Background: an optimization exercise with open tools, aiming at small area, a short achievable clock period and few clock cycles. Do not read the settings as production practice.

## least_squares_parabola_fit_unit
module least_squares_parabola_fit_unit (
  input  logic                              clk,
  input  logic                              rst_n,
  input  logic                              in_valid,
  output logic                              in_ready,
  input  logic signed [lsq_pkg::XW-1:0]     in_point_x,
  input  logic signed [lsq_pkg::XW-1:0]     in_point_y,
  input  logic                              in_last_point,
  output logic                              out_valid,
  input  logic                              out_ready,
  output logic signed [lsq_pkg::CoefW-1:0]  out_coef_a,
  output logic signed [lsq_pkg::CoefW-1:0]  out_coef_b,
  output logic signed [lsq_pkg::CoefW-1:0]  out_coef_c,
  output logic                              out_singular
);
Size in the first run: roughly 18000 cells after synthesis, roughly 2900 flip-flops, roughly 130 I/O pins.
==> flow/config.mk <==
export PLATFORM = sky130hd
export DESIGN_NAME = least_squares_parabola_fit_unit
export DESIGN_NICKNAME = least_squares_parabola_fit_unit
export VERILOG_FILES = /design/flow/design.v
export SDC_FILE = /design/flow/constraint.sdc
export NUM_CORES = 8
export LEC_CHECK = 0
export CAP_MARGIN = 20
export CORE_MARGIN = 2
export CORE_UTILIZATION = 45
export CTS_BUF_LIST = sky130_fd_sc_hd__clkbuf_8
export CTS_CLUSTER_SIZE = 20
export SLEW_MARGIN = 20
==> flow/constraint.sdc <==
create_clock -name core_clock -period 10.0 [get_ports {clk}]
set_input_delay 2.0000 -clock core_clock [delete_from_list [all_inputs] [get_ports {clk}]]
set_output_delay 2.0000 -clock core_clock [all_outputs]
set_load 0.01 [all_outputs]
standard.sh (not shown) runs the stock make flow with config.mk's settings and CLKGATE_MAP_FILE= SYNTH_SCRIPT=/design/flow/synth_recipe.tcl, a recipe that flattens the netlist after the stock synthesis.
==> flow/flow/run.sh <==
#!/bin/bash
set -euo pipefail
bash standard.sh SETUP_SLACK_MARGIN=5.5 finish > layout.log 2>&1
Then changed:
==> flow/flow/run.sh (replaced) <==
#!/bin/bash
set -euo pipefail
bash standard.sh SETUP_SLACK_MARGIN=5.4 finish > layout.log 2>&1
Effect: Via count barely changes. Setup slack improves by 21 ps. Non-clock buffer count drops by 7. Clock-buffer cell count falls by 11. Global-route usage came out lower by 0.35 points. Cell area is about the same. Fmax rises by about 0.45%. Die area does not change.
Function was not checked in any run of this note: the RTL went through the layout flow alone.

Another version of the RTL of least_squares_parabola_fit_unit (not shown whole).
Size: roughly 2,700 flip-flops, ~130 I/O pins, about 190,000 um2 of cells after synthesis.
Settings: LEC_CHECK=0, CAP_MARGIN=20, CORE_MARGIN=2, CORE_UTILIZATION=45, SETUP_SLACK_MARGIN=5, SLEW_MARGIN=20; clock period 10.0 ns.
run.sh (not shown) runs the stock make flow with config.mk's settings and CLKGATE_MAP_FILE= SYNTH_SCRIPT=/design/flow/synth_recipe.tcl, a recipe that flattens the netlist after the stock synthesis.
Stock flow here: none of the scripts above is used.
Next try:
--- a/flow/config.mk
+++ b/flow/config.mk
@@ -9,3 +9,3 @@
 export CORE_MARGIN = 2
-export CORE_UTILIZATION = 45
+export CORE_UTILIZATION = 60
 export SETUP_SLACK_MARGIN = 5
The changed run went through all stages and came out clean.
Core utilization goes up by 16 points.
Sequential share of layout area climbs by 0.67 points.
Worst setup slack improves by 0.23 ns.
No functional check of the RTL was part of any run of this note.

Setup of job 104:
least_squares_parabola_fit_unit, a different RTL version from the one above (not shown whole).
For scale: about 2,400 flip-flops, roughly 130 I/O pins, roughly 0.20 mm² of cells after synthesis.
Design least_squares_parabola_fit_unit, start of the top module:
module least_squares_parabola_fit_unit (
  input  logic                              clk,
  input  logic                              rst_n,
  input  logic                              in_valid,
  output logic                              in_ready,
  input  logic signed [lsq_pkg::XW-1:0]     in_point_x,
  input  logic signed [lsq_pkg::XW-1:0]     in_point_y,
  input  logic                              in_last_point,
  output logic                              out_valid,
  input  logic                              out_ready,
  output logic signed [lsq_pkg::CoefW-1:0]  out_coef_a,
  output logic signed [lsq_pkg::CoefW-1:0]  out_coef_b,
  output logic signed [lsq_pkg::CoefW-1:0]  out_coef_c,
  output logic                              out_singular
);
Settings: LEC_CHECK=0, CAP_MARGIN=20, CORE_MARGIN=2, CORE_UTILIZATION=45, SETUP_SLACK_MARGIN=5, SLEW_MARGIN=20; clock period 10.0 ns.
Edits applied to the flow inputs when going from job 104 to job 103:
diff --git a/flow/config.mk b/flow/config.mk
--- a/flow/config.mk
+++ b/flow/config.mk
@@ -8,5 +8,4 @@
 export CAP_MARGIN = 20
 export CORE_MARGIN = 2
-export CORE_UTILIZATION = 45
-export SETUP_SLACK_MARGIN = 5
+export CORE_UTILIZATION = 30
 export SLEW_MARGIN = 20
Results
Compared with job 104, job 103 shows a lower worst setup slack. For job 104, the worst-path cell with the longest stage delay was or4_4, unlike job 103, where it was a31oi_1. As of job 103, first-iteration DRC count had risen by a few percent compared to job 104. In the tables for job 104 and job 103, growth of design area from synthesis to finish reads higher with job 104. Going from job 104 to job 103, wire length on met3 grew by a few percent. Clock skew is lower on job 104.
Function was not checked in any run of this note: the RTL went through the layout flow alone.

afterwards: timing with drivers on the ports:
How much do the figures lean on ideal ports? The routed layouts below were timed once more, with nothing changed but the port constraints.
Step 1 assumes that a clkbuf_16 drives the clock port and a buf_2 every other input.
Step 2 moves the port delays by t, midway between the first and last clock arrival at a register: inputs arrive t later, outputs are due t later. That takes back most of the time a late clock gives input paths.
Slacks: ideal ports / drivers / drivers and shift; pairs: ideal ports / drivers.
| run | t, ns | setup WS [ns] | worst setup path after step 2 |
|---|---|---|---|
| the first run of note 1 | 1.334 | 5.323 / 5.323 / 5.288 | input to register |
| the second run of note 1 | 1.320 | 5.344 / 5.344 / 5.344 | register to register |
| the first run of note 2 | 1.085 | 3.213 / 3.213 / 3.213 | register to register |
| the second run of note 2 | 1.039 | 3.442 / 3.442 / 3.442 | register to register |
| job 104 | 1.070 | 4.849 / 4.849 / 4.849 | register to register |
| job 103 | 1.116 | 2.520 / 2.520 / 2.520 | register to register |
After both steps every run listed still meets setup and hold. For the first run of note 1, which loses most, drivers alone change the setup slack by 0.000 ns; drivers and shift together by -0.035 ns.
